Context: an optimization exercise on an open-source flow, tuned for small area. The choices shown serve that exercise and are no tape-out recipe. In this exercise RTL edits were held to simulation tests only and were not proved equivalent to the original. No driver is modelled on the clock port, so clocking that relies on it looks cheaper here than on a real chip. Power figures rest on the tool's default switching activity, not on a simulated workload.

## regfile_mp
module regfile_mp #(
  parameter int unsigned XLEN    = 32,
  parameter int unsigned NREGS   = 32,
  parameter int unsigned AW      = 5,
  parameter int unsigned NRP     = 3,
  parameter bit          ZERO_R0 = 1'b1
) (
  input  logic                 clk,
  input  logic                 rst_n,
  input  logic                 clear_req,
  output logic                 init_done,
  input  logic [NRP-1:0]       rd_en,
  input  logic [NRP*AW-1:0]    rd_addr,
  output logic [NRP*XLEN-1:0]  rd_data,
  output logic [NRP-1:0]       rd_busy,
  output logic                 stall,
  input  logic                 wa_en,
  input  logic [AW-1:0]        wa_addr,
  input  logic [XLEN-1:0]      wa_data,
  input  logic                 wb_en,
  input  logic [AW-1:0]        wb_addr,
  input  logic [XLEN-1:0]      wb_data,
  input  logic                 issue_valid,
  input  logic [AW-1:0]        issue_rd
);
  localparam int unsigned R0 = ZERO_R0 ? 1 : 0;       
  localparam int unsigned NT = NREGS - R0 + 2;         
  localparam int unsigned NG = (NT + 2) / 3;           
  logic                 ready_q;
  logic                 pol_q;
  logic [AW-1:0]        cnt_q;
  logic [NREGS-1:0]     busy_q;
  logic [XLEN-1:0]      regs_q [NREGS];                
  logic [XLEN-1:0]      wa_p, wb_p;                    
  logic                 commit;
  logic [NREGS-1:0]     wa_dec, wb_dec, is_dec;
  logic [NREGS-1:0]     sel_b, sel_a, sel_h;
  logic [NREGS-1:0]     wr_any;                        
  assign commit = ready_q && !clear_req;
  assign wa_p   = wa_data ^ {XLEN{pol_q}};
  assign wb_p   = wb_data ^ {XLEN{pol_q}};
  always_comb begin
  ...
==> flow/config.mk <==
export PLATFORM = sky130hd
export DESIGN_NAME = regfile_mp
export DESIGN_NICKNAME = regfile_mp
export VERILOG_FILES = /design/flow/design.v
export SDC_FILE = /design/flow/constraint.sdc
export NUM_CORES = 4
export LEC_CHECK = 0
export CAP_MARGIN = 0
export CELL_PAD_IN_SITES_DETAIL_PLACEMENT = 1
export CELL_PAD_IN_SITES_GLOBAL_PLACEMENT = 2
export CORE_MARGIN = 2
export CORE_UTILIZATION = 30
export GPL_TIMING_DRIVEN = 0
export PLACE_DENSITY = 0.4
export SLEW_MARGIN = 0
export SYNTH_HIERARCHICAL = 1
==> flow/constraint.sdc <==
create_clock -name core_clock -period 7.0 [get_ports {clk}]
set_input_delay 1.4000 -clock core_clock [delete_from_list [all_inputs] [get_ports {clk}]]
set_output_delay 1.4000 -clock core_clock [all_outputs]
set_load 0.01 [all_outputs]
standard.sh (not shown) runs the stock make flow with config.mk's settings and CLKGATE_MAP_FILE= SYNTH_SCRIPT=/design/flow/synth_recipe.tcl, a recipe that flattens the netlist after the stock synthesis.
==> flow/flow/run.sh <==
#!/bin/bash
# The standard layout (standard.sh: standard synthesis, ORFS flow), with:
#  - port buffers of the smallest buffer cell;
#  - before repair_design: synthesis buffers removed and one buffer per
#    high-fanout net (flow/prebuf.tcl);
#  - clock tree without dummy loads, small leaf buffers, then upsized where a
#    flip-flop clock pin's slew is high (flow/clkfix.tcl);
#  - global routing keeps more of met1/met2 free (flow/fastroute.tcl).
set -euo pipefail
HERE=$(cd "$(dirname "$0")" && pwd)
P=sky130_fd_sc_hd__
export PREBUF_CELL=${PREBUF_CELL:-buf_2}
export PREBUF_MIN_FANOUT=${PREBUF_MIN_FANOUT:-16}
export CLKFIX_TARGET_NS=${CLKFIX_TARGET_NS:-0.1}
bash standard.sh \
  "BUFFER_PORTS_ARGS=-buffer_cell ${P}buf_1" \
  "PRE_RESIZE_TCL=$HERE/prebuf.tcl" \
  "CTS_ARGS=-sink_clustering_enable -repair_clock_nets -dont_use_dummy_load -root_buf ${P}clkbuf_16 -tree_buf ${P}clkbuf_8 -buf_list ${P}clkbuf_4 -sink_clustering_size 12 -sink_clustering_max_diameter 50" \
  "POST_CTS_TCL=$HERE/clkfix.tcl" \
  "PRE_GLOBAL_ROUTE_TCL=$HERE/fastroute.tcl" \
  ${FLOW_FLOW_TARGET:-finish} > standard_flow.log 2>&1
==> flow/flow/fastroute.tcl <==
# Global routing capacity: keep more of met1 and met2 free for pin access,
# pushing long routes to met3 and met4.
set_global_routing_layer_adjustment met1 0.6
set_global_routing_layer_adjustment met2 0.35
set_global_routing_layer_adjustment met3-met5 0.15
==> flow/flow/prebuf.tcl <==
# PRE_RESIZE hook (after global placement and port buffering, before
# repair_design):
#  1. remove the buffers synthesis left inside the design (not the port
#     buffers);
#  2. give every high-fanout signal net one buffer next to its driver, in
#     place of the deep buffer trees repair_design would build.
set pb_block [ord::get_db_block]

proc pb_on_port {net} {
  return [expr {$net ne "NULL" && [llength [$net getBTerms]] > 0}]
}

set pb_rm {}
foreach pb_inst [$pb_block getInsts] {
  set pb_m [$pb_inst getMaster]
  if {![regexp {__(buf|clkbuf)_\d+$} [$pb_m getName]]} continue
  set pb_keep 0
  foreach pb_it [$pb_inst getITerms] {
    if {[$pb_it isInputSignal] || [$pb_it isOutputSignal]} {
      if {[pb_on_port [$pb_it getNet]]} { set pb_keep 1 }
    }
  }
  if {!$pb_keep} { lappend pb_rm [$pb_inst getName] }
}
if {[llength $pb_rm] > 0} {
  # remove_buffers takes instance names as separate arguments; with none
  # it would remove every buffer, the port buffers among them
  remove_buffers {*}$pb_rm
}
puts "prebuf: removed [llength $pb_rm] synthesis buffers"

set pb_cell  sky130_fd_sc_hd__$::env(PREBUF_CELL)
set pb_minfo $::env(PREBUF_MIN_FANOUT)
set pb_count 0
foreach pb_net [$pb_block getNets] {
  if {[$pb_net getSigType] != "SIGNAL"} continue
  # nets on ports (the clock among them) are left alone
  if {[pb_on_port $pb_net]} continue
  set pb_fo [expr {[llength [$pb_net getITerms]] - 1}]
  if {$pb_fo >= $pb_minfo} {
    insert_buffer -buffer_cell $pb_cell -net [$pb_net getName]
    incr pb_count
  }
}
puts "prebuf: inserted $pb_count $pb_cell buffers (fanout >= $pb_minfo)"
Other scripts of this flow, unchanged in this note and not shown: flow/flow/clkfix.tcl
The starting point completed, yet does not pass: capacitance limit, slew limit, setup timing.
==> next run, changes <==
==> flow/flow/fastroute.tcl (replaced) <==
# Global routing capacity: keep most of met1 and half of met2 free for pin
# access, pushing long routes to met3 and met4.
set_global_routing_layer_adjustment met1 0.8
set_global_routing_layer_adjustment met2 0.5
set_global_routing_layer_adjustment met3-met5 0.1
Settings changed: CORE_UTILIZATION 30 to 27, PLACE_DENSITY 0.4 to 0.38.
Result:
- The new run ran to the end with violations: capacitance limit, slew limit, setup timing
- critical path depth falls by 1
- worst setup slack is worse by 97 ps
- via count rises by 3.9%
- global-route usage rises by 6.2 points
- register-to-register slack is better by 20 ps
- die area rises by 11%
- cell area rises by 0.90%
==> next run, changes <==
--- a/flow/flow/run.sh
+++ b/flow/flow/run.sh
@@ -4,3 +4,3 @@
 #  - before repair_design: synthesis buffers removed and one buffer per
-#    high-fanout net (flow/prebuf.tcl);
+#    high-fanout net, stronger input port buffers (flow/prebuf.tcl);
 #  - clock tree without dummy loads, small leaf buffers, then upsized where a
@@ -11,3 +11,4 @@
 P=sky130_fd_sc_hd__
-export PREBUF_CELL=${PREBUF_CELL:-buf_2}
+export PREBUF_CELL=${PREBUF_CELL:-buf_4}
+export PORTBUF_IN_CELL=${PORTBUF_IN_CELL:-buf_4}
 export PREBUF_MIN_FANOUT=${PREBUF_MIN_FANOUT:-16}
--- a/flow/flow/prebuf.tcl
+++ b/flow/flow/prebuf.tcl
@@ -45 +45,20 @@
 puts "prebuf: inserted $pb_count $pb_cell buffers (fanout >= $pb_minfo)"
+
+# 3. input port buffers drive the address decoders; make them stronger
+set pb_in_cell sky130_fd_sc_hd__$::env(PORTBUF_IN_CELL)
+set pb_nin 0
+foreach pb_inst [$pb_block getInsts] {
+  if {![regexp {__buf_\d+$} [[$pb_inst getMaster] getName]]} continue
+  foreach pb_it [$pb_inst getITerms] {
+    if {![$pb_it isInputSignal]} continue
+    set pb_net [$pb_it getNet]
+    if {$pb_net eq "NULL"} continue
+    foreach pb_bt [$pb_net getBTerms] {
+      if {[$pb_bt getIoType] eq "INPUT" && [$pb_bt getName] ne "clk"} {
+        replace_cell [get_cells [$pb_inst getName]] $pb_in_cell
+        incr pb_nin
+      }
+    }
+  }
+}
+puts "prebuf: $pb_nin input port buffers set to $pb_in_cell"
Settings changed: CAP_MARGIN 0 to 15, SETUP_SLACK_MARGIN set to 0.1, SLEW_MARGIN 0 to 15.
Result:
- This time the run finished clean
- total power rose by 0.31%
- via count fell by 0.33%
- final area rose by 1.1%
- hold slack degrades by 54 ps
- critical path depth is unchanged
- fmax rose by 2.5%
- global-route usage rose by 0.32 points
- routed wire length rose by 0.30%

[re-timing with driven ports]
The flow's constraints put no driver on any port. The routed layouts listed below were extracted and timed again, unchanged, in two steps. Step 1 sets driving cells, clkbuf_16 on the clock port and buf_2 on the other inputs (assumed; they add their load-dependent delay and slew). Step 2 moves the port delays by t, midway between the first and last clock arrival at a register: inputs arrive t later, outputs are due t later. That takes back most of the time a late clock gives input paths. a / b / c = ideal ports / drivers / drivers and shift; a / b = the first two.
| run | t, ns | slack for setup (ns) | worst register clock-pin slew, ns | cell pins on the clock port's net |
|---|---|---|---|---|
| the first run | 0.861 | -0.010 / -0.034 / -0.034 | 0.10 / 0.10 | 1 |
| the second run | 0.873 | -0.107 / -0.133 / -0.133 | 0.11 / 0.11 | 1 |
| the third run | 0.889 | 0.064 / 0.040 / 0.040 | 0.10 / 0.10 | 1 |
For the second run, which loses most, drivers alone change the setup slack by -0.026 ns; drivers and shift together by -0.026 ns.
